This design comes from an exercise in tuning for small area on the open sky130 flow, not from production work.
No functional check of the RTL was part of any run shown here.

## flow/design.v (module list and top-level ports; edited modules follow where they fit)
// module direction_to_cube_cross_texel: 3072 lines
module direction_to_cube_cross_texel (
  input  logic               clk,
  input  logic               rst,
  input  logic               start,
  output logic               busy,
  input  logic signed [15:0] dir_x,
  input  logic signed [15:0] dir_y,
  input  logic signed [15:0] dir_z,
  input  logic               cfg_we,
  input  logic [10:0]        cfg_wdata,
  output logic               done,
  output logic               hit,
  output logic [2:0]         face,
  output logic [11:0]        texel_col,
  output logic [11:0]        texel_row,
  output logic [23:0]        texel_addr
);
  // ...
==> flow/run.sh <==
#!/bin/bash
# synth_recipe.tcl (not shown) runs the flow's synth.tcl, then flattens the netlist and writes it again
# the make line also repeats each setting of config.mk as NAME=value (left out here)
make -C /OpenROAD-flow-scripts/flow DESIGN_CONFIG=/design/flow/config.mk WORK_HOME=/design/flow/orfs CLKGATE_MAP_FILE= SYNTH_SCRIPT=/design/flow/synth_recipe.tcl finish
==> flow/config.mk <==
export PLATFORM = sky130hd
export DESIGN_NAME = direction_to_cube_cross_texel
export DESIGN_NICKNAME = direction_to_cube_cross_texel
export VERILOG_FILES = /design/flow/design.v
export SDC_FILE = /design/flow/constraint.sdc
export NUM_CORES = 4
export LEC_CHECK = 0
export ABC_AREA = 1
export CAP_MARGIN = 20
export CORE_MARGIN = 2
export CORE_UTILIZATION = 40
export SLEW_MARGIN = 20
==> flow/constraint.sdc <==
create_clock -name core_clock -period 9.0 [get_ports {clk}]
set_input_delay 1.8000 -clock core_clock [delete_from_list [all_inputs] [get_ports {clk}]]
set_output_delay 1.8000 -clock core_clock [all_outputs]
set_load 0.01 [all_outputs]
==> results.sh, run 1 <==
export IMPL_critical_path_buf_inv_count=6
export IMPL_seq_area_share_pct=14.8
export IMPL_hold_viol=0
export IMPL_rsz0062_at_grt="true"
export IMPL_yosys_cell_count_top_type="nand2_1"
export IMPL_synth_simple_area_share_pct=32.5
export IMPL_antenna_cells=0
export IMPL_status="timing/DRC/antenna clean"
export IMPL_startpoint="vr_s6[1]$_DFF_P_"
export IMPL_cts_resized=1
export IMPL_clock_cell_area_share_pct=3.03
export IMPL_seq_area_um2=7380
export IMPL_cp_slowest_cell="clkdlybuf4s50_1"
export IMPL_netlist_instances=6776
export IMPL_taps=1524
export IMPL_worstMarginPinSlew_ps=909
export IMPL_cp_data_arrival_time_ps=6540
export IMPL_ys_seq_elements=368
export IMPL_final_common_cell="nand2_1"
export IMPL_dr_first_iter_drc_count=2937
export IMPL_cap_violations=0
export IMPL_finalMaxSlewViolations=0
export IMPL_n_fill_cell=12100
export IMPL_hold_class="reg2reg"
export IMPL_grt_pass1_vias=40000
export IMPL_start_util_pct=40.3
export IMPL_multiInputGateArea_um2=32500
export IMPL_rr_endpoint="rr_s4[7]$_DFF_P_"
export IMPL_coreArea_um2=116000
export IMPL_relSlewSlack_pct=39.0
export IMPL_dp_cells=8196
export IMPL_cts_buffers=45
export IMPL_utilization_pct=43.0
export IMPL_worstSetupPathType="reg2out"
export IMPL_vias=41700
export IMPL_grt_max_degree=30
export IMPL_period_needed_ps=8340
export IMPL_crit_path_max_fanout=13
==> run 2: changes to the inputs <==
--- a/flow/design.v
+++ b/flow/design.v
@@ -147,22 +147,16 @@
   logic [14:0] rc_s1_2; assign rc_s1_2 = drc2[14:0];
   logic [14:0] rr_s1_2; assign rr_s1_2 = drr2[14:0];
   logic [15:0] drc3; assign drc3 = divrow(rc_s1_2, m_s1);
   logic [0:0] qc3_s1; assign qc3_s1 = drc3[15];
   logic [15:0] drr3; assign drr3 = divrow(rr_s1_2, m_s1);
   logic [0:0] qr3_s1; assign qr3_s1 = drr3[15];
   logic [14:0] rc_s1_3; assign rc_s1_3 = drc3[14:0];
   logic [14:0] rr_s1_3; assign rr_s1_3 = drr3[14:0];
-  logic [15:0] drc4; assign drc4 = divrow(rc_s1_3, m_s1);
-  logic [0:0] qc4_s1; assign qc4_s1 = drc4[15];
-  logic [15:0] drr4; assign drr4 = divrow(rr_s1_3, m_s1);
-  logic [0:0] qr4_s1; assign qr4_s1 = drr4[15];
-  logic [14:0] rc_s1_4; assign rc_s1_4 = drc4[14:0];
-  logic [14:0] rr_s1_4; assign rr_s1_4 = drr4[14:0];
   logic [0:0] v_s2;
   always_ff @(posedge clk) v_s2 <= rst ? 1'b0 : v_s1;
   logic [2:0] face_s2;
   always_ff @(posedge clk) face_s2 <= face_s1;
   logic [15:0] m_s2;
   always_ff @(posedge clk) m_s2 <= m_s1;
   logic [0:0] ngc_s2;
   always_ff @(posedge clk) ngc_s2 <= ngc_s1;
@@ -179,48 +173,38 @@
   logic [0:0] qc2_s2;
   always_ff @(posedge clk) qc2_s2 <= qc2_s1;
   logic [0:0] qr2_s2;
   always_ff @(posedge clk) qr2_s2 <= qr2_s1;
   logic [0:0] qc3_s2;
   always_ff @(posedge clk) qc3_s2 <= qc3_s1;
   logic [0:0] qr3_s2;
   always_ff @(posedge clk) qr3_s2 <= qr3_s1;
-  logic [0:0] qc4_s2;
-  always_ff @(posedge clk) qc4_s2 <= qc4_s1;
-  logic [0:0] qr4_s2;
-  always_ff @(posedge clk) qr4_s2 <= qr4_s1;
   logic [14:0] rc_s2;
-  always_ff @(posedge clk) rc_s2 <= rc_s1_4;
+  always_ff @(posedge clk) rc_s2 <= rc_s1_3;
   logic [14:0] rr_s2;
-  always_ff @(posedge clk) rr_s2 <= rr_s1_4;
-  logic [15:0] drc5; assign drc5 = divrow(rc_s2, m_s2);
+  always_ff @(posedge clk) rr_s2 <= rr_s1_3;
+  logic [15:0] drc4; assign drc4 = divrow(rc_s2, m_s2);
+  logic [0:0] qc4_s2; assign qc4_s2 = drc4[15];
+  logic [15:0] drr4; assign drr4 = divrow(rr_s2, m_s2);
+  logic [0:0] qr4_s2; assign qr4_s2 = drr4[15];
+  logic [14:0] rc_s2_1; assign rc_s2_1 = drc4[14:0];
+  logic [14:0] rr_s2_1; assign rr_s2_1 = drr4[14:0];
+  logic [15:0] drc5; assign drc5 = divrow(rc_s2_1, m_s2);
   logic [0:0] qc5_s2; assign qc5_s2 = drc5[15];
-  logic [15:0] drr5; assign drr5 = divrow(rr_s2, m_s2);
+  logic [15:0] drr5; assign drr5 = divrow(rr_s2_1, m_s2);
   logic [0:0] qr5_s2; assign qr5_s2 = drr5[15];
-  logic [14:0] rc_s2_1; assign rc_s2_1 = drc5[14:0];
-  logic [14:0] rr_s2_1; assign rr_s2_1 = drr5[14:0];
-  logic [15:0] drc6; assign drc6 = divrow(rc_s2_1, m_s2);
+  logic [14:0] rc_s2_2; assign rc_s2_2 = drc5[14:0];
+  logic [14:0] rr_s2_2; assign rr_s2_2 = drr5[14:0];
+  logic [15:0] drc6; assign drc6 = divrow(rc_s2_2, m_s2);
   logic [0:0] qc6_s2; assign qc6_s2 = drc6[15];
-  logic [15:0] drr6; assign drr6 = divrow(rr_s2_1, m_s2);
+  logic [15:0] drr6; assign drr6 = divrow(rr_s2_2, m_s2);
   logic [0:0] qr6_s2; assign qr6_s2 = drr6[15];
-  logic [14:0] rc_s2_2; assign rc_s2_2 = drc6[14:0];
-  logic [14:0] rr_s2_2; assign rr_s2_2 = drr6[14:0];
-  logic [15:0] drc7; assign drc7 = divrow(rc_s2_2, m_s2);
-  logic [0:0] qc7_s2; assign qc7_s2 = drc7[15];
-  logic [15:0] drr7; assign drr7 = divrow(rr_s2_2, m_s2);
-  logic [0:0] qr7_s2; assign qr7_s2 = drr7[15];
-  logic [14:0] rc_s2_3; assign rc_s2_3 = drc7[14:0];
-  logic [14:0] rr_s2_3; assign rr_s2_3 = drr7[14:0];
-  logic [15:0] drc8; assign drc8 = divrow(rc_s2_3, m_s2);
-  logic [0:0] qc8_s2; assign qc8_s2 = drc8[15];
-  logic [15:0] drr8; assign drr8 = divrow(rr_s2_3, m_s2);
-  logic [0:0] qr8_s2; assign qr8_s2 = drr8[15];
-  logic [14:0] rc_s2_4; assign rc_s2_4 = drc8[14:0];
-  logic [14:0] rr_s2_4; assign rr_s2_4 = drr8[14:0];
+  logic [14:0] rc_s2_3; assign rc_s2_3 = drc6[14:0];
+  logic [14:0] rr_s2_3; assign rr_s2_3 = drr6[14:0];
   logic [0:0] v_s3;
   always_ff @(posedge clk) v_s3 <= rst ? 1'b0 : v_s2;
   logic [2:0] face_s3;
   always_ff @(posedge clk) face_s3 <= face_s2;
   logic [15:0] m_s3;
   always_ff @(posedge clk) m_s3 <= m_s2;
   logic [0:0] ngc_s3;
   always_ff @(posedge clk) ngc_s3 <= ngc_s2;
@@ -249,52 +233,38 @@
   logic [0:0] qc5_s3;
   always_ff @(posedge clk) qc5_s3 <= qc5_s2;
   logic [0:0] qr5_s3;
   always_ff @(posedge clk) qr5_s3 <= qr5_s2;
   logic [0:0] qc6_s3;
   always_ff @(posedge clk) qc6_s3 <= qc6_s2;
   logic [0:0] qr6_s3;
   always_ff @(posedge clk) qr6_s3 <= qr6_s2;
-  logic [0:0] qc7_s3;
-  always_ff @(posedge clk) qc7_s3 <= qc7_s2;
-  logic [0:0] qr7_s3;
-  always_ff @(posedge clk) qr7_s3 <= qr7_s2;
-  logic [0:0] qc8_s3;
-  always_ff @(posedge clk) qc8_s3 <= qc8_s2;
-  logic [0:0] qr8_s3;
-  always_ff @(posedge clk) qr8_s3 <= qr8_s2;
   logic [14:0] rc_s3;
-  always_ff @(posedge clk) rc_s3 <= rc_s2_4;
+  always_ff @(posedge clk) rc_s3 <= rc_s2_3;
   logic [14:0] rr_s3;
-  always_ff @(posedge clk) rr_s3 <= rr_s2_4;
-  logic [15:0] drc9; assign drc9 = divrow(rc_s3, m_s3);
+  always_ff @(posedge clk) rr_s3 <= rr_s2_3;
+  logic [15:0] drc7; assign drc7 = divrow(rc_s3, m_s3);
+  logic [0:0] qc7_s3; assign qc7_s3 = drc7[15];
+  logic [15:0] drr7; assign drr7 = divrow(rr_s3, m_s3);
+  logic [0:0] qr7_s3; assign qr7_s3 = drr7[15];
+  logic [14:0] rc_s3_1; assign rc_s3_1 = drc7[14:0];
+  logic [14:0] rr_s3_1; assign rr_s3_1 = drr7[14:0];
+  logic [15:0] drc8; assign drc8 = divrow(rc_s3_1, m_s3);
+  logic [0:0] qc8_s3; assign qc8_s3 = drc8[15];
+  logic [15:0] drr8; assign drr8 = divrow(rr_s3_1, m_s3);
+  logic [0:0] qr8_s3; assign qr8_s3 = drr8[15];
+  logic [14:0] rc_s3_2; assign rc_s3_2 = drc8[14:0];
+  logic [14:0] rr_s3_2; assign rr_s3_2 = drr8[14:0];
+  logic [15:0] drc9; assign drc9 = divrow(rc_s3_2, m_s3);
   logic [0:0] qc9_s3; assign qc9_s3 = drc9[15];
-  logic [15:0] drr9; assign drr9 = divrow(rr_s3, m_s3);
+  logic [15:0] drr9; assign drr9 = divrow(rr_s3_2, m_s3);
   logic [0:0] qr9_s3; assign qr9_s3 = drr9[15];
-  logic [14:0] rc_s3_1; assign rc_s3_1 = drc9[14:0];
-  logic [14:0] rr_s3_1; assign rr_s3_1 = drr9[14:0];
-  logic [15:0] drc10; assign drc10 = divrow(rc_s3_1, m_s3);
-  logic [0:0] qc10_s3; assign qc10_s3 = drc10[15];
-  logic [15:0] drr10; assign drr10 = divrow(rr_s3_1, m_s3);
-  logic [0:0] qr10_s3; assign qr10_s3 = drr10[15];
-  logic [14:0] rc_s3_2; assign rc_s3_2 = drc10[14:0];
-  logic [14:0] rr_s3_2; assign rr_s3_2 = drr10[14:0];
-  logic [15:0] drc11; assign drc11 = divrow(rc_s3_2, m_s3);
-  logic [0:0] qc11_s3; assign qc11_s3 = drc11[15];
-  logic [15:0] drr11; assign drr11 = divrow(rr_s3_2, m_s3);
-  logic [0:0] qr11_s3; assign qr11_s3 = drr11[15];
-  logic [14:0] rc_s3_3; assign rc_s3_3 = drc11[14:0];
-  logic [14:0] rr_s3_3; assign rr_s3_3 = drr11[14:0];
-  logic [15:0] drc12; assign drc12 = divrow(rc_s3_3, m_s3);
-  logic [0:0] qc12_s3; assign qc12_s3 = drc12[15];
-  logic [15:0] drr12; assign drr12 = divrow(rr_s3_3, m_s3);
-  logic [0:0] qr12_s3; assign qr12_s3 = drr12[15];
-  logic [14:0] rc_s3_4; assign rc_s3_4 = drc12[14:0];
-  logic [14:0] rr_s3_4; assign rr_s3_4 = drr12[14:0];
+  logic [14:0] rc_s3_3; assign rc_s3_3 = drc9[14:0];
+  logic [14:0] rr_s3_3; assign rr_s3_3 = drr9[14:0];
   logic [0:0] v_s4;
   always_ff @(posedge clk) v_s4 <= rst ? 1'b0 : v_s3;
   logic [2:0] face_s4;
   always_ff @(posedge clk) face_s4 <= face_s3;
   logic [15:0] m_s4;
   always_ff @(posedge clk) m_s4 <= m_s3;
   logic [0:0] ngc_s4;
   always_ff @(posedge clk) ngc_s4 <= ngc_s3;
@@ -335,54 +305,44 @@
   logic [0:0] qc8_s4;
   always_ff @(posedge clk) qc8_s4 <= qc8_s3;
   logic [0:0] qr8_s4;
   always_ff @(posedge clk) qr8_s4 <= qr8_s3;
   logic [0:0] qc9_s4;
   always_ff @(posedge clk) qc9_s4 <= qc9_s3;
   logic [0:0] qr9_s4;
   always_ff @(posedge clk) qr9_s4 <= qr9_s3;
-  logic [0:0] qc10_s4;
-  always_ff @(posedge clk) qc10_s4 <= qc10_s3;
-  logic [0:0] qr10_s4;
-  always_ff @(posedge clk) qr10_s4 <= qr10_s3;
-  logic [0:0] qc11_s4;
-  always_ff @(posedge clk) qc11_s4 <= qc11_s3;
-  logic [0:0] qr11_s4;
-  always_ff @(posedge clk) qr11_s4 <= qr11_s3;
-  logic [0:0] qc12_s4;
-  always_ff @(posedge clk) qc12_s4 <= qc12_s3;
-  logic [0:0] qr12_s4;
-  always_ff @(posedge clk) qr12_s4 <= qr12_s3;
   logic [14:0] rc_s4;
-  always_ff @(posedge clk) rc_s4 <= rc_s3_4;
+  always_ff @(posedge clk) rc_s4 <= rc_s3_3;
   logic [14:0] rr_s4;
-  always_ff @(posedge clk) rr_s4 <= rr_s3_4;
-  logic [15:0] drc13; assign drc13 = divrow(rc_s4, m_s4);
-  logic [0:0] qc13_s4; assign qc13_s4 = drc13[15];
-  logic [15:0] drr13; assign drr13 = divrow(rr_s4, m_s4);
-  logic [0:0] qr13_s4; assign qr13_s4 = drr13[15];
-  logic [14:0] rc_s4_1; assign rc_s4_1 = drc13[14:0];
-  logic [14:0] rr_s4_1; assign rr_s4_1 = drr13[14:0];
-  logic [15:0] drc14; assign drc14 = divrow(rc_s4_1, m_s4);
-  logic [0:0] qc14_s4; assign qc14_s4 = drc14[15];
-  logic [15:0] drr14; assign drr14 = divrow(rr_s4_1, m_s4);
-  logic [0:0] qr14_s4; assign qr14_s4 = drr14[15];
-  logic [14:0] rc_s4_2; assign rc_s4_2 = drc14[14:0];
-  logic [14:0] rr_s4_2; assign rr_s4_2 = drr14[14:0];
-  logic [0:0] qc15_s4; assign qc15_s4 = gev({rc_s4_2, 1'b0}, m_s4);
-  logic [0:0] qr15_s4; assign qr15_s4 = gev({rr_s4_2, 1'b0}, m_s4);
-  logic [0:0] zc_s4; assign zc_s4 = (rc_s4_2 == 15'd0) | ({rc_s4_2, 1'b0} == m_s4);
-  logic [0:0] zr_s4; assign zr_s4 = (rr_s4_2 == 15'd0) | ({rr_s4_2, 1'b0} == m_s4);
-  logic [0:0] inc_s4; assign inc_s4 = ivc_s4 & zc_s4 & ~((face_s4 == 3'd1) & ~ngc_s4);
-  logic [0:0] inr_s4; assign inr_s4 = ivr_s4 & zr_s4 & ~((face_s4 == 3'd2) & ~ngr_s4);
+  always_ff @(posedge clk) rr_s4 <= rr_s3_3;
+  logic [15:0] drc10; assign drc10 = divrow(rc_s4, m_s4);
+  logic [0:0] qc10_s4; assign qc10_s4 = drc10[15];
+  logic [15:0] drr10; assign drr10 = divrow(rr_s4, m_s4);
+  logic [0:0] qr10_s4; assign qr10_s4 = drr10[15];
+  logic [14:0] rc_s4_1; assign rc_s4_1 = drc10[14:0];
+  logic [14:0] rr_s4_1; assign rr_s4_1 = drr10[14:0];
+  logic [15:0] drc11; assign drc11 = divrow(rc_s4_1, m_s4);
+  logic [0:0] qc11_s4; assign qc11_s4 = drc11[15];
+  logic [15:0] drr11; assign drr11 = divrow(rr_s4_1, m_s4);
+  logic [0:0] qr11_s4; assign qr11_s4 = drr11[15];
+  logic [14:0] rc_s4_2; assign rc_s4_2 = drc11[14:0];
+  logic [14:0] rr_s4_2; assign rr_s4_2 = drr11[14:0];
+  logic [15:0] drc12; assign drc12 = divrow(rc_s4_2, m_s4);
+  logic [0:0] qc12_s4; assign qc12_s4 = drc12[15];
+  logic [15:0] drr12; assign drr12 = divrow(rr_s4_2, m_s4);
+  logic [0:0] qr12_s4; assign qr12_s4 = drr12[15];
+  logic [14:0] rc_s4_3; assign rc_s4_3 = drc12[14:0];
+  logic [14:0] rr_s4_3; assign rr_s4_3 = drr12[14:0];
   logic [0:0] v_s5;
   always_ff @(posedge clk) v_s5 <= rst ? 1'b0 : v_s4;
   logic [2:0] face_s5;
   always_ff @(posedge clk) face_s5 <= face_s4;
+  logic [15:0] m_s5;
+  always_ff @(posedge clk) m_s5 <= m_s4;
   logic [0:0] ngc_s5;
   always_ff @(posedge clk) ngc_s5 <= ngc_s4;
   logic [0:0] ngr_s5;
   always_ff @(posedge clk) ngr_s5 <= ngr_s4;
   logic [0:0] ivc_s5;
   always_ff @(posedge clk) ivc_s5 <= ivc_s4;
   logic [0:0] ivr_s5;
   always_ff @(posedge clk) ivr_s5 <= ivr_s4;
@@ -429,35 +389,117 @@
   logic [0:0] qc11_s5;
   always_ff @(posedge clk) qc11_s5 <= qc11_s4;
   logic [0:0] qr11_s5;
   always_ff @(posedge clk) qr11_s5 <= qr11_s4;
   logic [0:0] qc12_s5;
   always_ff @(posedge clk) qc12_s5 <= qc12_s4;
   logic [0:0] qr12_s5;
   always_ff @(posedge clk) qr12_s5 <= qr12_s4;
-  logic [0:0] qc13_s5;
-  always_ff @(posedge clk) qc13_s5 <= qc13_s4;
-  logic [0:0] qr13_s5;
-  always_ff @(posedge clk) qr13_s5 <= qr13_s4;
-  logic [0:0] qc14_s5;
-  always_ff @(posedge clk) qc14_s5 <= qc14_s4;
-  logic [0:0] qr14_s5;
-  always_ff @(posedge clk) qr14_s5 <= qr14_s4;
-  logic [0:0] qc15_s5;
-  always_ff @(posedge clk) qc15_s5 <= qc15_s4;
-  logic [0:0] qr15_s5;
-  always_ff @(posedge clk) qr15_s5 <= qr15_s4;
-  logic [0:0] inc_s5;
-  always_ff @(posedge clk) inc_s5 <= inc_s4;
-  logic [0:0] inr_s5;
-  always_ff @(posedge clk) inr_s5 <= inr_s4;
+  logic [14:0] rc_s5;
+  always_ff @(posedge clk) rc_s5 <= rc_s4_3;
+  logic [14:0] rr_s5;
+  always_ff @(posedge clk) rr_s5 <= rr_s4_3;
+  logic [15:0] drc13; assign drc13 = divrow(rc_s5, m_s5);
+  logic [0:0] qc13_s5; assign qc13_s5 = drc13[15];
+  logic [15:0] drr13; assign drr13 = divrow(rr_s5, m_s5);
+  logic [0:0] qr13_s5; assign qr13_s5 = drr13[15];
+  logic [14:0] rc_s5_1; assign rc_s5_1 = drc13[14:0];
+  logic [14:0] rr_s5_1; assign rr_s5_1 = drr13[14:0];
+  logic [15:0] drc14; assign drc14 = divrow(rc_s5_1, m_s5);
+  logic [0:0] qc14_s5; assign qc14_s5 = drc14[15];
+  logic [15:0] drr14; assign drr14 = divrow(rr_s5_1, m_s5);
+  logic [0:0] qr14_s5; assign qr14_s5 = drr14[15];
+  logic [14:0] rc_s5_2; assign rc_s5_2 = drc14[14:0];
+  logic [14:0] rr_s5_2; assign rr_s5_2 = drr14[14:0];
+  logic [0:0] qc15_s5; assign qc15_s5 = gev({rc_s5_2, 1'b0}, m_s5);
+  logic [0:0] qr15_s5; assign qr15_s5 = gev({rr_s5_2, 1'b0}, m_s5);
+  logic [0:0] zc_s5; assign zc_s5 = (rc_s5_2 == 15'd0) | ({rc_s5_2, 1'b0} == m_s5);
+  logic [0:0] zr_s5; assign zr_s5 = (rr_s5_2 == 15'd0) | ({rr_s5_2, 1'b0} == m_s5);
+  logic [0:0] inc_s5; assign inc_s5 = ivc_s5 & zc_s5 & ~((face_s5 == 3'd1) & ~ngc_s5);
+  logic [0:0] inr_s5; assign inr_s5 = ivr_s5 & zr_s5 & ~((face_s5 == 3'd2) & ~ngr_s5);
+  logic [0:0] v_s6;
+  always_ff @(posedge clk) v_s6 <= rst ? 1'b0 : v_s5;
+  logic [2:0] face_s6;
+  always_ff @(posedge clk) face_s6 <= face_s5;
+  logic [0:0] ngc_s6;
+  always_ff @(posedge clk) ngc_s6 <= ngc_s5;
+  logic [0:0] ngr_s6;
+  always_ff @(posedge clk) ngr_s6 <= ngr_s5;
+  logic [0:0] ivc_s6;
+  always_ff @(posedge clk) ivc_s6 <= ivc_s5;
+  logic [0:0] ivr_s6;
+  always_ff @(posedge clk) ivr_s6 <= ivr_s5;
+  logic [0:0] qc1_s6;
+  always_ff @(posedge clk) qc1_s6 <= qc1_s5;
+  logic [0:0] qr1_s6;
+  always_ff @(posedge clk) qr1_s6 <= qr1_s5;
+  logic [0:0] qc2_s6;
+  always_ff @(posedge clk) qc2_s6 <= qc2_s5;
+  logic [0:0] qr2_s6;
+  always_ff @(posedge clk) qr2_s6 <= qr2_s5;
+  logic [0:0] qc3_s6;
+  always_ff @(posedge clk) qc3_s6 <= qc3_s5;
+  logic [0:0] qr3_s6;
+  always_ff @(posedge clk) qr3_s6 <= qr3_s5;
+  logic [0:0] qc4_s6;
+  always_ff @(posedge clk) qc4_s6 <= qc4_s5;
+  logic [0:0] qr4_s6;
+  always_ff @(posedge clk) qr4_s6 <= qr4_s5;
+  logic [0:0] qc5_s6;
+  always_ff @(posedge clk) qc5_s6 <= qc5_s5;
+  logic [0:0] qr5_s6;
+  always_ff @(posedge clk) qr5_s6 <= qr5_s5;
+  logic [0:0] qc6_s6;
+  always_ff @(posedge clk) qc6_s6 <= qc6_s5;
+  logic [0:0] qr6_s6;
+  always_ff @(posedge clk) qr6_s6 <= qr6_s5;
+  logic [0:0] qc7_s6;
+  always_ff @(posedge clk) qc7_s6 <= qc7_s5;
+  logic [0:0] qr7_s6;
+  always_ff @(posedge clk) qr7_s6 <= qr7_s5;
+  logic [0:0] qc8_s6;
+  always_ff @(posedge clk) qc8_s6 <= qc8_s5;
+  logic [0:0] qr8_s6;
+  always_ff @(posedge clk) qr8_s6 <= qr8_s5;
+  logic [0:0] qc9_s6;
+  always_ff @(posedge clk) qc9_s6 <= qc9_s5;
+  logic [0:0] qr9_s6;
+  always_ff @(posedge clk) qr9_s6 <= qr9_s5;
+  logic [0:0] qc10_s6;
+  always_ff @(posedge clk) qc10_s6 <= qc10_s5;
+  logic [0:0] qr10_s6;
+  always_ff @(posedge clk) qr10_s6 <= qr10_s5;
+  logic [0:0] qc11_s6;
+  always_ff @(posedge clk) qc11_s6 <= qc11_s5;
+  logic [0:0] qr11_s6;
+  always_ff @(posedge clk) qr11_s6 <= qr11_s5;
+  logic [0:0] qc12_s6;
+  always_ff @(posedge clk) qc12_s6 <= qc12_s5;
+  logic [0:0] qr12_s6;
+  always_ff @(posedge clk) qr12_s6 <= qr12_s5;
+  logic [0:0] qc13_s6;
+  always_ff @(posedge clk) qc13_s6 <= qc13_s5;
+  logic [0:0] qr13_s6;
+  always_ff @(posedge clk) qr13_s6 <= qr13_s5;
+  logic [0:0] qc14_s6;
+  always_ff @(posedge clk) qc14_s6 <= qc14_s5;
+  logic [0:0] qr14_s6;
+  always_ff @(posedge clk) qr14_s6 <= qr14_s5;
+  logic [0:0] qc15_s6;
+  always_ff @(posedge clk) qc15_s6 <= qc15_s5;
+  logic [0:0] qr15_s6;
+  always_ff @(posedge clk) qr15_s6 <= qr15_s5;
+  logic [0:0] inc_s6;
+  always_ff @(posedge clk) inc_s6 <= inc_s5;
+  logic [0:0] inr_s6;
+  always_ff @(posedge clk) inr_s6 <= inr_s5;
   logic [2:0] hc; logic [17:0] xc;
-  assign hc = ((face_s5 == 3'd1) ? 3'd5 : (face_s5 == 3'd4) ? 3'd1 : (face_s5 == 3'd7) ? 3'd0 : 3'd3) - 3'(ngc_s5);
-  assign xc = {hc, {qc1_s5, qc2_s5, qc3_s5, qc4_s5, qc5_s5, qc6_s5, qc7_s5, qc8_s5, qc9_s5, qc10_s5, qc11_s5, qc12_s5, qc13_s5, qc14_s5, qc15_s5} ^ {15{ivc_s5}}};
+  assign hc = ((face_s6 == 3'd1) ? 3'd5 : (face_s6 == 3'd4) ? 3'd1 : (face_s6 == 3'd7) ? 3'd0 : 3'd3) - 3'(ngc_s6);
+  assign xc = {hc, {qc1_s6, qc2_s6, qc3_s6, qc4_s6, qc5_s6, qc6_s6, qc7_s6, qc8_s6, qc9_s6, qc10_s6, qc11_s6, qc12_s6, qc13_s6, qc14_s6, qc15_s6} ^ {15{ivc_s6}}};
   logic mc_1;
   assign mc_1 = ~xc[1] & xc[0];
   logic mc_2;
   assign mc_2 = xc[1] & ~xc[0];
   logic mc_3;
   assign mc_3 = xc[1] & xc[0];
   logic mc_4;
   assign mc_4 = (mc_1 & tile[0]) | (mc_3 & tile3[0]);
@@ -737,37 +779,37 @@
   assign mc_141 = (mc_129 & tile[9]) | (mc_130 & tile[8]) | (mc_131 & tile3[9]);
   logic mc_142;
   assign mc_142 = (mc_129 & tile[10]) | (mc_130 & tile[9]) | (mc_131 & tile3[10]);
   logic mc_143;
   assign mc_143 = (mc_130 & tile[10]) | (mc_131 & tile3[11]);
   logic mc_144;
   assign mc_144 = (mc_131 & tile3[12]);
   logic mc_145;
-  assign mc_145 = inc_s5 & tile[0];
+  assign mc_145 = inc_s6 & tile[0];
   logic mc_146;
-  assign mc_146 = inc_s5 & tile[1];
+  assign mc_146 = inc_s6 & tile[1];
   logic mc_147;
-  assign mc_147 = inc_s5 & tile[2];
+  assign mc_147 = inc_s6 & tile[2];
   logic mc_148;
-  assign mc_148 = inc_s5 & tile[3];
+  assign mc_148 = inc_s6 & tile[3];
   logic mc_149;
-  assign mc_149 = inc_s5 & tile[4];
+  assign mc_149 = inc_s6 & tile[4];
   logic mc_150;
-  assign mc_150 = inc_s5 & tile[5];
+  assign mc_150 = inc_s6 & tile[5];
   logic mc_151;
-  assign mc_151 = inc_s5 & tile[6];
+  assign mc_151 = inc_s6 & tile[6];
   logic mc_152;
-  assign mc_152 = inc_s5 & tile[7];
+  assign mc_152 = inc_s6 & tile[7];
   logic mc_153;
-  assign mc_153 = inc_s5 & tile[8];
+  assign mc_153 = inc_s6 & tile[8];
   logic mc_154;
-  assign mc_154 = inc_s5 & tile[9];
+  assign mc_154 = inc_s6 & tile[9];
   logic mc_155;
-  assign mc_155 = inc_s5 & tile[10];
+  assign mc_155 = inc_s6 & tile[10];
   logic mc_156;
   assign mc_156 = mc_14 ^ mc_28;
   logic mc_157;
   assign mc_157 = mc_14 & mc_28;
   logic mc_158;
   assign mc_158 = mc_15 ^ mc_29;
   logic mc_159;
   assign mc_159 = mc_15 & mc_29;
@@ -1353,18 +1395,18 @@
   assign mc_449 = mc_375 ^ mc_431;
   logic mc_450;
   assign mc_450 = mc_377 ^ mc_433;
   logic mc_451;
   assign mc_451 = mc_379 ^ mc_435;
   logic mc_452;
   assign mc_452 = mc_381 ^ mc_437;
   logic [2:0] hr; logic [17:0] xr;
-  assign hr = ((face_s5 == 3'd0) ? 3'd5 : (face_s5 == 3'd2) ? 3'd7 : (face_s5 == 3'd3) ? 3'd1 : (face_s5 == 3'd7) ? 3'd0 : 3'd3) - 3'(ngr_s5);
-  assign xr = {hr, {qr1_s5, qr2_s5, qr3_s5, qr4_s5, qr5_s5, qr6_s5, qr7_s5, qr8_s5, qr9_s5, qr10_s5, qr11_s5, qr12_s5, qr13_s5, qr14_s5, qr15_s5} ^ {15{ivr_s5}}};
+  assign hr = ((face_s6 == 3'd0) ? 3'd5 : (face_s6 == 3'd2) ? 3'd7 : (face_s6 == 3'd3) ? 3'd1 : (face_s6 == 3'd7) ? 3'd0 : 3'd3) - 3'(ngr_s6);
+  assign xr = {hr, {qr1_s6, qr2_s6, qr3_s6, qr4_s6, qr5_s6, qr6_s6, qr7_s6, qr8_s6, qr9_s6, qr10_s6, qr11_s6, qr12_s6, qr13_s6, qr14_s6, qr15_s6} ^ {15{ivr_s6}}};
   logic mr_1;
   assign mr_1 = ~xr[1] & xr[0];
   logic mr_2;
   assign mr_2 = xr[1] & ~xr[0];
   logic mr_3;
   assign mr_3 = xr[1] & xr[0];
   logic mr_4;
   assign mr_4 = (mr_1 & tile[0]) | (mr_3 & tile3[0]);
@@ -1644,37 +1686,37 @@
   assign mr_141 = (mr_129 & tile[9]) | (mr_130 & tile[8]) | (mr_131 & tile3[9]);
   logic mr_142;
   assign mr_142 = (mr_129 & tile[10]) | (mr_130 & tile[9]) | (mr_131 & tile3[10]);
   logic mr_143;
   assign mr_143 = (mr_130 & tile[10]) | (mr_131 & tile3[11]);
   logic mr_144;
   assign mr_144 = (mr_131 & tile3[12]);
   logic mr_145;
-  assign mr_145 = inr_s5 & tile[0];
+  assign mr_145 = inr_s6 & tile[0];
   logic mr_146;
-  assign mr_146 = inr_s5 & tile[1];
+  assign mr_146 = inr_s6 & tile[1];
   logic mr_147;
-  assign mr_147 = inr_s5 & tile[2];
+  assign mr_147 = inr_s6 & tile[2];
   logic mr_148;
-  assign mr_148 = inr_s5 & tile[3];
+  assign mr_148 = inr_s6 & tile[3];
   logic mr_149;
-  assign mr_149 = inr_s5 & tile[4];
+  assign mr_149 = inr_s6 & tile[4];
   logic mr_150;
-  assign mr_150 = inr_s5 & tile[5];
+  assign mr_150 = inr_s6 & tile[5];
   logic mr_151;
-  assign mr_151 = inr_s5 & tile[6];
+  assign mr_151 = inr_s6 & tile[6];
   logic mr_152;
-  assign mr_152 = inr_s5 & tile[7];
+  assign mr_152 = inr_s6 & tile[7];
   logic mr_153;
-  assign mr_153 = inr_s5 & tile[8];
+  assign mr_153 = inr_s6 & tile[8];
   logic mr_154;
-  assign mr_154 = inr_s5 & tile[9];
+  assign mr_154 = inr_s6 & tile[9];
   logic mr_155;
-  assign mr_155 = inr_s5 & tile[10];
+  assign mr_155 = inr_s6 & tile[10];
   logic mr_156;
   assign mr_156 = mr_14 ^ mr_28;
   logic mr_157;
   assign mr_157 = mr_14 & mr_28;
   logic mr_158;
   assign mr_158 = mr_15 ^ mr_29;
   logic mr_159;
   assign mr_159 = mr_15 & mr_29;
@@ -2259,37 +2301,37 @@
   logic mr_449;
   assign mr_449 = mr_375 ^ mr_431;
   logic mr_450;
   assign mr_450 = mr_377 ^ mr_433;
   logic mr_451;
   assign mr_451 = mr_379 ^ mr_435;
   logic mr_452;
   assign mr_452 = mr_381 ^ mr_437;
-  logic [11:0] vc_s5; assign vc_s5 = {mc_452, mc_451, mc_450, mc_449, mc_448, mc_447, mc_446, mc_445, mc_444, mc_443, mc_442, mc_441};
-  logic [11:0] vr_s5; assign vr_s5 = {mr_452, mr_451, mr_450, mr_449, mr_448, mr_447, mr_446, mr_445, mr_444, mr_443, mr_442, mr_441};
-  logic [0:0] v_s6;
-  always_ff @(posedge clk) v_s6 <= rst ? 1'b0 : v_s5;
-  logic [2:0] face_s6;
-  always_ff @(posedge clk) face_s6 <= face_s5;
-  logic [11:0] vc_s6;
-  always_ff @(posedge clk) vc_s6 <= vc_s5;
-  logic [11:0] vr_s6;
-  always_ff @(posedge clk) vr_s6 <= vr_s5;
-  assign done = v_s6;
-  assign hit = (face_s6 != 3'd7);
-  assign face = (face_s6 == 3'd7) ? 3'd0 : face_s6;
-  assign texel_col = vc_s6;
-  assign texel_row = vr_s6;
+  logic [11:0] vc_s6; assign vc_s6 = {mc_452, mc_451, mc_450, mc_449, mc_448, mc_447, mc_446, mc_445, mc_444, mc_443, mc_442, mc_441};
+  logic [11:0] vr_s6; assign vr_s6 = {mr_452, mr_451, mr_450, mr_449, mr_448, mr_447, mr_446, mr_445, mr_444, mr_443, mr_442, mr_441};
+  logic [0:0] v_s7;
+  always_ff @(posedge clk) v_s7 <= rst ? 1'b0 : v_s6;
+  logic [2:0] face_s7;
+  always_ff @(posedge clk) face_s7 <= face_s6;
+  logic [11:0] vc_s7;
+  always_ff @(posedge clk) vc_s7 <= vc_s6;
+  logic [11:0] vr_s7;
+  always_ff @(posedge clk) vr_s7 <= vr_s6;
+  assign done = v_s7;
+  assign hit = (face_s7 != 3'd7);
+  assign face = (face_s7 == 3'd7) ? 3'd0 : face_s7;
+  assign texel_col = vc_s7;
+  assign texel_row = vr_s7;
   logic ad_1;
-  assign ad_1 = ~vr_s6[1] & vr_s6[0];
+  assign ad_1 = ~vr_s7[1] & vr_s7[0];
   logic ad_2;
-  assign ad_2 = vr_s6[1] & ~vr_s6[0];
+  assign ad_2 = vr_s7[1] & ~vr_s7[0];
   logic ad_3;
-  assign ad_3 = vr_s6[1] & vr_s6[0];
+  assign ad_3 = vr_s7[1] & vr_s7[0];
   logic ad_4;
   assign ad_4 = (ad_1 & tile3[0]) | (ad_3 & tile9[0]);
   logic ad_5;
   assign ad_5 = (ad_1 & tile3[1]) | (ad_2 & tile3[0]) | (ad_3 & tile9[1]);
   logic ad_6;
   assign ad_6 = (ad_1 & tile3[2]) | (ad_2 & tile3[1]) | (ad_3 & tile9[2]);
   logic ad_7;
   assign ad_7 = (ad_1 & tile3[3]) | (ad_2 & tile3[2]) | (ad_3 & tile9[3]);
@@ -2309,21 +2351,21 @@
   assign ad_14 = (ad_1 & tile3[10]) | (ad_2 & tile3[9]) | (ad_3 & tile9[10]);
   logic ad_15;
   assign ad_15 = (ad_1 & tile3[11]) | (ad_2 & tile3[10]) | (ad_3 & tile9[11]);
   logic ad_16;
   assign ad_16 = (ad_2 & tile3[11]) | (ad_3 & tile9[12]);
   logic ad_17;
   assign ad_17 = (ad_3 & tile9[13]);
   logic ad_18;
-  assign ad_18 = ~vr_s6[3] & vr_s6[2];
+  assign ad_18 = ~vr_s7[3] & vr_s7[2];
   logic ad_19;
-  assign ad_19 = vr_s6[3] & ~vr_s6[2];
+  assign ad_19 = vr_s7[3] & ~vr_s7[2];
   logic ad_20;
-  assign ad_20 = vr_s6[3] & vr_s6[2];
+  assign ad_20 = vr_s7[3] & vr_s7[2];
   logic ad_21;
   assign ad_21 = (ad_18 & tile3[0]) | (ad_20 & tile9[0]);
   logic ad_22;
   assign ad_22 = (ad_18 & tile3[1]) | (ad_19 & tile3[0]) | (ad_20 & tile9[1]);
   logic ad_23;
   assign ad_23 = (ad_18 & tile3[2]) | (ad_19 & tile3[1]) | (ad_20 & tile9[2]);
   logic ad_24;
   assign ad_24 = (ad_18 & tile3[3]) | (ad_19 & tile3[2]) | (ad_20 & tile9[3]);
@@ -2343,21 +2385,21 @@
   assign ad_31 = (ad_18 & tile3[10]) | (ad_19 & tile3[9]) | (ad_20 & tile9[10]);
   logic ad_32;
   assign ad_32 = (ad_18 & tile3[11]) | (ad_19 & tile3[10]) | (ad_20 & tile9[11]);
   logic ad_33;
   assign ad_33 = (ad_19 & tile3[11]) | (ad_20 & tile9[12]);
   logic ad_34;
   assign ad_34 = (ad_20 & tile9[13]);
   logic ad_35;
-  assign ad_35 = ~vr_s6[5] & vr_s6[4];
+  assign ad_35 = ~vr_s7[5] & vr_s7[4];
   logic ad_36;
-  assign ad_36 = vr_s6[5] & ~vr_s6[4];
+  assign ad_36 = vr_s7[5] & ~vr_s7[4];
   logic ad_37;
-  assign ad_37 = vr_s6[5] & vr_s6[4];
+  assign ad_37 = vr_s7[5] & vr_s7[4];
   logic ad_38;
   assign ad_38 = (ad_35 & tile3[0]) | (ad_37 & tile9[0]);
   logic ad_39;
   assign ad_39 = (ad_35 & tile3[1]) | (ad_36 & tile3[0]) | (ad_37 & tile9[1]);
   logic ad_40;
   assign ad_40 = (ad_35 & tile3[2]) | (ad_36 & tile3[1]) | (ad_37 & tile9[2]);
   logic ad_41;
   assign ad_41 = (ad_35 & tile3[3]) | (ad_36 & tile3[2]) | (ad_37 & tile9[3]);
@@ -2377,21 +2419,21 @@
   assign ad_48 = (ad_35 & tile3[10]) | (ad_36 & tile3[9]) | (ad_37 & tile9[10]);
   logic ad_49;
   assign ad_49 = (ad_35 & tile3[11]) | (ad_36 & tile3[10]) | (ad_37 & tile9[11]);
   logic ad_50;
   assign ad_50 = (ad_36 & tile3[11]) | (ad_37 & tile9[12]);
   logic ad_51;
   assign ad_51 = (ad_37 & tile9[13]);
   logic ad_52;
-  assign ad_52 = ~vr_s6[7] & vr_s6[6];
+  assign ad_52 = ~vr_s7[7] & vr_s7[6];
   logic ad_53;
-  assign ad_53 = vr_s6[7] & ~vr_s6[6];
+  assign ad_53 = vr_s7[7] & ~vr_s7[6];
   logic ad_54;
-  assign ad_54 = vr_s6[7] & vr_s6[6];
+  assign ad_54 = vr_s7[7] & vr_s7[6];
   logic ad_55;
   assign ad_55 = (ad_52 & tile3[0]) | (ad_54 & tile9[0]);
   logic ad_56;
   assign ad_56 = (ad_52 & tile3[1]) | (ad_53 & tile3[0]) | (ad_54 & tile9[1]);
   logic ad_57;
   assign ad_57 = (ad_52 & tile3[2]) | (ad_53 & tile3[1]) | (ad_54 & tile9[2]);
   logic ad_58;
   assign ad_58 = (ad_52 & tile3[3]) | (ad_53 & tile3[2]) | (ad_54 & tile9[3]);
@@ -2411,21 +2453,21 @@
   assign ad_65 = (ad_52 & tile3[10]) | (ad_53 & tile3[9]) | (ad_54 & tile9[10]);
   logic ad_66;
   assign ad_66 = (ad_52 & tile3[11]) | (ad_53 & tile3[10]) | (ad_54 & tile9[11]);
   logic ad_67;
   assign ad_67 = (ad_53 & tile3[11]) | (ad_54 & tile9[12]);
   logic ad_68;
   assign ad_68 = (ad_54 & tile9[13]);
   logic ad_69;
-  assign ad_69 = ~vr_s6[9] & vr_s6[8];
+  assign ad_69 = ~vr_s7[9] & vr_s7[8];
   logic ad_70;
-  assign ad_70 = vr_s6[9] & ~vr_s6[8];
+  assign ad_70 = vr_s7[9] & ~vr_s7[8];
   logic ad_71;
-  assign ad_71 = vr_s6[9] & vr_s6[8];
+  assign ad_71 = vr_s7[9] & vr_s7[8];
   logic ad_72;
   assign ad_72 = (ad_69 & tile3[0]) | (ad_71 & tile9[0]);
   logic ad_73;
   assign ad_73 = (ad_69 & tile3[1]) | (ad_70 & tile3[0]) | (ad_71 & tile9[1]);
   logic ad_74;
   assign ad_74 = (ad_69 & tile3[2]) | (ad_70 & tile3[1]) | (ad_71 & tile9[2]);
   logic ad_75;
   assign ad_75 = (ad_69 & tile3[3]) | (ad_70 & tile3[2]) | (ad_71 & tile9[3]);
@@ -2445,21 +2487,21 @@
   assign ad_82 = (ad_69 & tile3[10]) | (ad_70 & tile3[9]) | (ad_71 & tile9[10]);
   logic ad_83;
   assign ad_83 = (ad_69 & tile3[11]) | (ad_70 & tile3[10]) | (ad_71 & tile9[11]);
   logic ad_84;
   assign ad_84 = (ad_70 & tile3[11]) | (ad_71 & tile9[12]);
   logic ad_85;
   assign ad_85 = (ad_71 & tile9[13]);
   logic ad_86;
-  assign ad_86 = ~vr_s6[11] & vr_s6[10];
+  assign ad_86 = ~vr_s7[11] & vr_s7[10];
   logic ad_87;
-  assign ad_87 = vr_s6[11] & ~vr_s6[10];
+  assign ad_87 = vr_s7[11] & ~vr_s7[10];
   logic ad_88;
-  assign ad_88 = vr_s6[11] & vr_s6[10];
+  assign ad_88 = vr_s7[11] & vr_s7[10];
   logic ad_89;
   assign ad_89 = (ad_86 & tile3[0]) | (ad_88 & tile9[0]);
   logic ad_90;
   assign ad_90 = (ad_86 & tile3[1]) | (ad_87 & tile3[0]) | (ad_88 & tile9[1]);
   logic ad_91;
   assign ad_91 = (ad_86 & tile3[2]) | (ad_87 & tile3[1]) | (ad_88 & tile9[2]);
   logic ad_92;
   assign ad_92 = (ad_86 & tile3[3]) | (ad_87 & tile3[2]) | (ad_88 & tile9[3]);
@@ -2515,35 +2557,35 @@
   assign ad_117 = ad_57 ^ ad_72;
   logic ad_118;
   assign ad_118 = ad_57 & ad_72;
   logic ad_119;
   assign ad_119 = ad_13 ^ ad_28 ^ ad_43;
   logic ad_120;
   assign ad_120 = (ad_13 & ad_28) | (ad_13 & ad_43) | (ad_28 & ad_43);
   logic ad_121;
-  assign ad_121 = ad_58 ^ ad_73 ^ vc_s6[9];
+  assign ad_121 = ad_58 ^ ad_73 ^ vc_s7[9];
   logic ad_122;
-  assign ad_122 = (ad_58 & ad_73) | (ad_58 & vc_s6[9]) | (ad_73 & vc_s6[9]);
+  assign ad_122 = (ad_58 & ad_73) | (ad_58 & vc_s7[9]) | (ad_73 & vc_s7[9]);
   logic ad_123;
   assign ad_123 = ad_44 ^ ad_59 ^ ad_74;
   logic ad_124;
   assign ad_124 = (ad_44 & ad_59) | (ad_44 & ad_74) | (ad_59 & ad_74);
   logic ad_125;
-  assign ad_125 = ad_89 ^ vc_s6[10] ^ ad_103;
+  assign ad_125 = ad_89 ^ vc_s7[10] ^ ad_103;
   logic ad_126;
-  assign ad_126 = (ad_89 & vc_s6[10]) | (ad_89 & ad_103) | (vc_s6[10] & ad_103);
+  assign ad_126 = (ad_89 & vc_s7[10]) | (ad_89 & ad_103) | (vc_s7[10] & ad_103);
   logic ad_127;
   assign ad_127 = ad_60 ^ ad_75 ^ ad_90;
   logic ad_128;
   assign ad_128 = (ad_60 & ad_75) | (ad_60 & ad_90) | (ad_75 & ad_90);
   logic ad_129;
-  assign ad_129 = vc_s6[11] ^ ad_104 ^ ad_105;
+  assign ad_129 = vc_s7[11] ^ ad_104 ^ ad_105;
   logic ad_130;
-  assign ad_130 = (vc_s6[11] & ad_104) | (vc_s6[11] & ad_105) | (ad_104 & ad_105);
+  assign ad_130 = (vc_s7[11] & ad_104) | (vc_s7[11] & ad_105) | (ad_104 & ad_105);
   logic ad_131;
   assign ad_131 = ad_46 ^ ad_61 ^ ad_76;
   logic ad_132;
   assign ad_132 = (ad_46 & ad_61) | (ad_46 & ad_76) | (ad_61 & ad_76);
   logic ad_133;
   assign ad_133 = ad_91 ^ ad_106 ^ ad_107;
   logic ad_134;
   assign ad_134 = (ad_91 & ad_106) | (ad_91 & ad_107) | (ad_106 & ad_107);
@@ -2583,27 +2625,27 @@
   assign ad_151 = ad_8 ^ ad_23;
   logic ad_152;
   assign ad_152 = ad_8 & ad_23;
   logic ad_153;
   assign ad_153 = ad_9 ^ ad_24 ^ ad_39;
   logic ad_154;
   assign ad_154 = (ad_9 & ad_24) | (ad_9 & ad_39) | (ad_24 & ad_39);
   logic ad_155;
-  assign ad_155 = ad_40 ^ ad_55 ^ vc_s6[6];
+  assign ad_155 = ad_40 ^ ad_55 ^ vc_s7[6];
   logic ad_156;
-  assign ad_156 = (ad_40 & ad_55) | (ad_40 & vc_s6[6]) | (ad_55 & vc_s6[6]);
+  assign ad_156 = (ad_40 & ad_55) | (ad_40 & vc_s7[6]) | (ad_55 & vc_s7[6]);
   logic ad_157;
-  assign ad_157 = ad_56 ^ vc_s6[7] ^ ad_112;
+  assign ad_157 = ad_56 ^ vc_s7[7] ^ ad_112;
   logic ad_158;
-  assign ad_158 = (ad_56 & vc_s6[7]) | (ad_56 & ad_112) | (vc_s6[7] & ad_112);
+  assign ad_158 = (ad_56 & vc_s7[7]) | (ad_56 & ad_112) | (vc_s7[7] & ad_112);
   logic ad_159;
-  assign ad_159 = vc_s6[8] ^ ad_114 ^ ad_115;
+  assign ad_159 = vc_s7[8] ^ ad_114 ^ ad_115;
   logic ad_160;
-  assign ad_160 = (vc_s6[8] & ad_114) | (vc_s6[8] & ad_115) | (ad_114 & ad_115);
+  assign ad_160 = (vc_s7[8] & ad_114) | (vc_s7[8] & ad_115) | (ad_114 & ad_115);
   logic ad_161;
   assign ad_161 = ad_116 ^ ad_118 ^ ad_119;
   logic ad_162;
   assign ad_162 = (ad_116 & ad_118) | (ad_116 & ad_119) | (ad_118 & ad_119);
   logic ad_163;
   assign ad_163 = ad_120 ^ ad_122 ^ ad_123;
   logic ad_164;
   assign ad_164 = (ad_120 & ad_122) | (ad_120 & ad_123) | (ad_122 & ad_123);
@@ -2643,27 +2685,27 @@
   assign ad_181 = ad_68 ^ ad_83;
   logic ad_182;
   assign ad_182 = ad_68 & ad_83;
   logic ad_183;
   assign ad_183 = ad_6 ^ ad_21;
   logic ad_184;
   assign ad_184 = ad_6 & ad_21;
   logic ad_185;
-  assign ad_185 = ad_7 ^ ad_22 ^ vc_s6[3];
+  assign ad_185 = ad_7 ^ ad_22 ^ vc_s7[3];
   logic ad_186;
-  assign ad_186 = (ad_7 & ad_22) | (ad_7 & vc_s6[3]) | (ad_22 & vc_s6[3]);
+  assign ad_186 = (ad_7 & ad_22) | (ad_7 & vc_s7[3]) | (ad_22 & vc_s7[3]);
   logic ad_187;
-  assign ad_187 = ad_38 ^ vc_s6[4] ^ ad_151;
+  assign ad_187 = ad_38 ^ vc_s7[4] ^ ad_151;
   logic ad_188;
-  assign ad_188 = (ad_38 & vc_s6[4]) | (ad_38 & ad_151) | (vc_s6[4] & ad_151);
+  assign ad_188 = (ad_38 & vc_s7[4]) | (ad_38 & ad_151) | (vc_s7[4] & ad_151);
   logic ad_189;
-  assign ad_189 = vc_s6[5] ^ ad_152 ^ ad_153;
+  assign ad_189 = vc_s7[5] ^ ad_152 ^ ad_153;
   logic ad_190;
-  assign ad_190 = (vc_s6[5] & ad_152) | (vc_s6[5] & ad_153) | (ad_152 & ad_153);
+  assign ad_190 = (vc_s7[5] & ad_152) | (vc_s7[5] & ad_153) | (ad_152 & ad_153);
   logic ad_191;
   assign ad_191 = ad_111 ^ ad_154 ^ ad_155;
   logic ad_192;
   assign ad_192 = (ad_111 & ad_154) | (ad_111 & ad_155) | (ad_154 & ad_155);
   logic ad_193;
   assign ad_193 = ad_113 ^ ad_156 ^ ad_157;
   logic ad_194;
   assign ad_194 = (ad_113 & ad_156) | (ad_113 & ad_157) | (ad_156 & ad_157);
@@ -2719,27 +2761,27 @@
   assign ad_219 = ad_84 ^ ad_99 ^ ad_182;
   logic ad_220;
   assign ad_220 = (ad_84 & ad_99) | (ad_84 & ad_182) | (ad_99 & ad_182);
   logic ad_221;
   assign ad_221 = ad_85 ^ ad_100;
   logic ad_222;
   assign ad_222 = ad_85 & ad_100;
   logic ad_223;
-  assign ad_223 = ad_4 & vc_s6[0];
+  assign ad_223 = ad_4 & vc_s7[0];
   logic ad_224;
-  assign ad_224 = ad_4 ^ vc_s6[0];
+  assign ad_224 = ad_4 ^ vc_s7[0];
   logic ad_225;
-  assign ad_225 = ad_5 & vc_s6[1];
+  assign ad_225 = ad_5 & vc_s7[1];
   logic ad_226;
-  assign ad_226 = ad_5 ^ vc_s6[1];
+  assign ad_226 = ad_5 ^ vc_s7[1];
   logic ad_227;
-  assign ad_227 = vc_s6[2] & ad_183;
+  assign ad_227 = vc_s7[2] & ad_183;
   logic ad_228;
-  assign ad_228 = vc_s6[2] ^ ad_183;
+  assign ad_228 = vc_s7[2] ^ ad_183;
   logic ad_229;
   assign ad_229 = ad_184 & ad_185;
   logic ad_230;
   assign ad_230 = ad_184 ^ ad_185;
   logic ad_231;
   assign ad_231 = ad_186 & ad_187;
   logic ad_232;
   assign ad_232 = ad_186 ^ ad_187;
==> run 2 against run 1 <==
  * Cell area up 1.0%
  * Still clean on timing, DRC and antenna
  * Synthesized cell count is 2.6% higher
  * Worst hold slack worse by 15 ps
  * Critical endpoint unchanged
  * Worst setup slack better by 9.9 ps
  * Flip-flop and latch count increased by 66
  * Cell count grew 1.7%
  * Maximum frequency up 0.12%
  * Clock skew is 11 ps higher
==> results.sh, run 2 <==
export IMPL_syn_to_final_growth_pct=7.54
export IMPL_htree_num_levels=2
export IMPL_vias=42600
export IMPL_drive_gt1_share_pct=8.00
export IMPL_rsz0062_at_grt="false"
export IMPL_clk_pin_slew_ps=60
export IMPL_cp_slowest_cell="clkdlybuf4s50_1"
export IMPL_synth_edff_count=0
export IMPL_ys_flop_type="dfxtp_1"
export IMPL_cpMostUsedCell="nor2_1"
export IMPL_rows=125
export IMPL_layout_common_cells="1921 x nand2_1, 1232 x inv_1, 529 x xor2_1, 433 x dfxtp_1, 428 x nor2_1"
export IMPL_grt_pass1_wl_mm=213
export IMPL_grt_usage_pct=21.3
export IMPL_cts_buffers=52
export IMPL_setup_tns_ps=0
export IMPL_ys_seq_elements=434
export IMPL_relSlewSlack_pct=31.4
export IMPL_grt_max_degree=31
export IMPL_dr_first_iter_drc_count=2862
export IMPL_utilization_pct=43.4
export IMPL_worstMarginPinSlew_ps=1030
export IMPL_max_freq_mhz=120
export IMPL_fin_skew_ps=49.1
export IMPL_status="timing/DRC/antenna clean"
export IMPL_rr_endpoint="vr_s7[11]$_DFF_P_"
export IMPL_setup_viol=0
export IMPL_ys_types=59
export IMPL_yosys_cell_count_top_type="nand2_1"
export IMPL_startpoint="vr_s7[4]$_DFF_P_"
export IMPL_finalWirelength_mm=129
export IMPL_netlist_instances=6951
export IMPL_port_buffers=115
export IMPL_coreArea_um2=116000
export IMPL_cap_violations=0
export IMPL_yosysTopAreaCellShare_pct=18.5
export IMPL_numClockSinks=434
export IMPL_dieHeight_um=346
export IMPL_worstReg2RegStart="ivr_s6$_DFF_P_"
export IMPL_drc=0
export IMPL_period_share_pct=92.5
export IMPL_final_cells=8427
export IMPL_place_congestion=0.927
export IMPL_dp_cells=8334
export IMPL_yosysTopAreaCell="dfxtp_1"
export IMPL_required_ps=7200
export IMPL_ys_top_cells_by_area="dfxtp_1 19%, nand2_1 15%, xor2_1 9.9%, inv_1 9.9%, fa_1 8.2%"
export IMPL_hold_viol=0
export IMPL_cts_hold_buffers=0
export IMPL_grt_pass1_vias=41100
export IMPL_hold_class="reg2reg"
export IMPL_synthTopCellsByCount="1925 x nand2_1, 1233 x inv_1, 529 x xor2_1"
export IMPL_ys_seq_area_share_pct=18.5
export IMPL_crit_path_max_fanout=10
export IMPL_slowest_delay_ps=550
export IMPL_via_per_inst=5.06
export IMPL_dr_pass1_iters=8
export IMPL_endpoint="texel_addr[23]"
export IMPL_synth_avg_cell_area_um2=6.74
export IMPL_critPathLaunchType="flip-flop"
export IMPL_antenna_left=0
export IMPL_root_buffer="clkbuf_16"
export IMPL_syn_area_um2=46900
export IMPL_antenna_cells=0
export IMPL_clock_latency_ps=650
export IMPL_synthArstFlopShare_pct=0
export IMPL_r2r_setup_slack_ps=1470
export IMPL_layout_nets=7365
export IMPL_worstRegToRegCells=30
export IMPL_synth_warnings=19
export IMPL_wire_per_inst_um=15.4
export IMPL_min_path_cells=0
export IMPL_cts_tree="yes"
export IMPL_endpoint_kind="primary output"
export IMPL_cp_data_arrival_time_ps=6530
export IMPL_die_width_um=346
export IMPL_clock_path_buffers=3
export IMPL_grt_ovfl_total=0
export IMPL_worstSetupPathType="reg2out"
export IMPL_start_util_pct=40.3
export IMPL_period_needed_ps=8330
export IMPL_synthesis_nets=7452
export IMPL_io_pins=117
export IMPL_grt_antenna_before_repair=2
export IMPL_place_hpwl_mm=102
export IMPL_final_common_cell="nand2_1"
export IMPL_die_area_um2=120000
export IMPL_finalMaxSlewViolations=0
-- run 2: what timing repair did --
| action | 4_1_cts | 5_1_grt |
|---|---|---|
| setup endpoints to repair | 0 | 2 |
| endpoints found under the hold margin | 0 | 0 |
| buffers inserted | 0 | 0 |
| gates resized for setup | 0 | 9 |
-- run 2: layout make-up --
cell class / instances / area (µm²)
Clock buffer: 63 / 1420
Sequential cell: 434 / 8690
Tap cell: 1524 / 1910
Clock inverter: 30 / 332
Multi-Input combinational cell: 4917 / 31600
Fill cell: 12000 / 65800
Inverter: 1285 / 4840
Timing Repair Buffer: 174 / 1590
-- run 2: routing by layer --
metal	track usage [%]	wire [µm]
met1	27.1	57100
met2	37.5	61000
met3	3.04	7820
met4	5.76	3530
met5	0	0
-- run 2: worst max-delay path, delay by kind of cell (launching register included) --
family,cells,cell delay (ps)
xor+xnor,1,130
compound gates,11,1830
fa+ha+maj,3,1330
simple gates,13,1290
buf+inv,6,820
flops,1,450
-- run 2: worst min path at each step --
stage                                    end          startpoint
final                     face_s5[0]$_DFF_P_  face_s4[0]$_DFF_P_
after global routing          qr5_s6$_DFF_P_      qr5_s5$_DFF_P_
after CTS                     ivr_s3$_DFF_P_      ivr_s2$_DFF_P_
after detailed placement      ivc_s4$_DFF_P_      ivc_s3$_DFF_P_
after global placement        qc5_s5$_DFF_P_      qc5_s4$_DFF_P_
after floorplan           face_s2[0]$_DFF_P_  face_s1[0]$_DFF_P_
-- run 2: through the flow --
stage          area (µm²)  worst slack (ps)  hold WS (ps)
2_1_floorplan       46900              1770           310
3_3_place_gp        48600               533           310
3_5_place_dp        48600               517           312
4_1_cts             50400               380           303
5_1_grt             50400             0.797           314
6_report            50400               674           296
-- run 2: logic make-up after synthesis --
| group | Yosys count | synth area share (%) |
|---|---|---|
| flip-flops | 434 | 18.5 |
| AND/OR/NAND/NOR | 3160 | 31.0 |
| AO/OA/AOI/OAI | 684 | 9.63 |
| XOR/XNOR | 634 | 11.9 |
| other | 1 | 0.00800 |
| adder cells (fa/ha/maj) | 438 | 14.8 |
| buffers and inverters | 1600 | 14.1 |

## what the ideal ports hide
How much do the figures lean on ideal ports? The routed layouts below were timed once more, with nothing changed but the port constraints.
Step 1 sets driving cells, clkbuf_16 on the clock port and buf_2 on the other inputs (assumed; they add their load-dependent delay and slew).
Step 2 also shifts input and output timing later by t, the mid clock arrival at the registers, as if the neighbouring blocks saw the same clock.
Slacks: ideal ports / drivers / drivers and shift; pairs: ideal ports / drivers.
| run | t (ns) | setup WS [ns] | hold WS [ns] | worst setup path after step 2 | latest minus earliest clock arrival (ns) |
|---|---|---|---|---|---|
| run 1 | 0.650 | 0.664 / 0.599 / 0.542 | 0.312 / 0.312 / 0.312 | input to register | 0.042 / 0.042 |
| run 2 | 0.689 | 0.674 / 0.608 / 0.396 | 0.296 / 0.296 / 0.296 | input to register | 0.060 / 0.060 |
After both steps setup and hold are still met in every run listed. For run 2, which loses most, drivers alone change the setup slack by -0.066 ns; drivers and shift together by -0.278 ns.
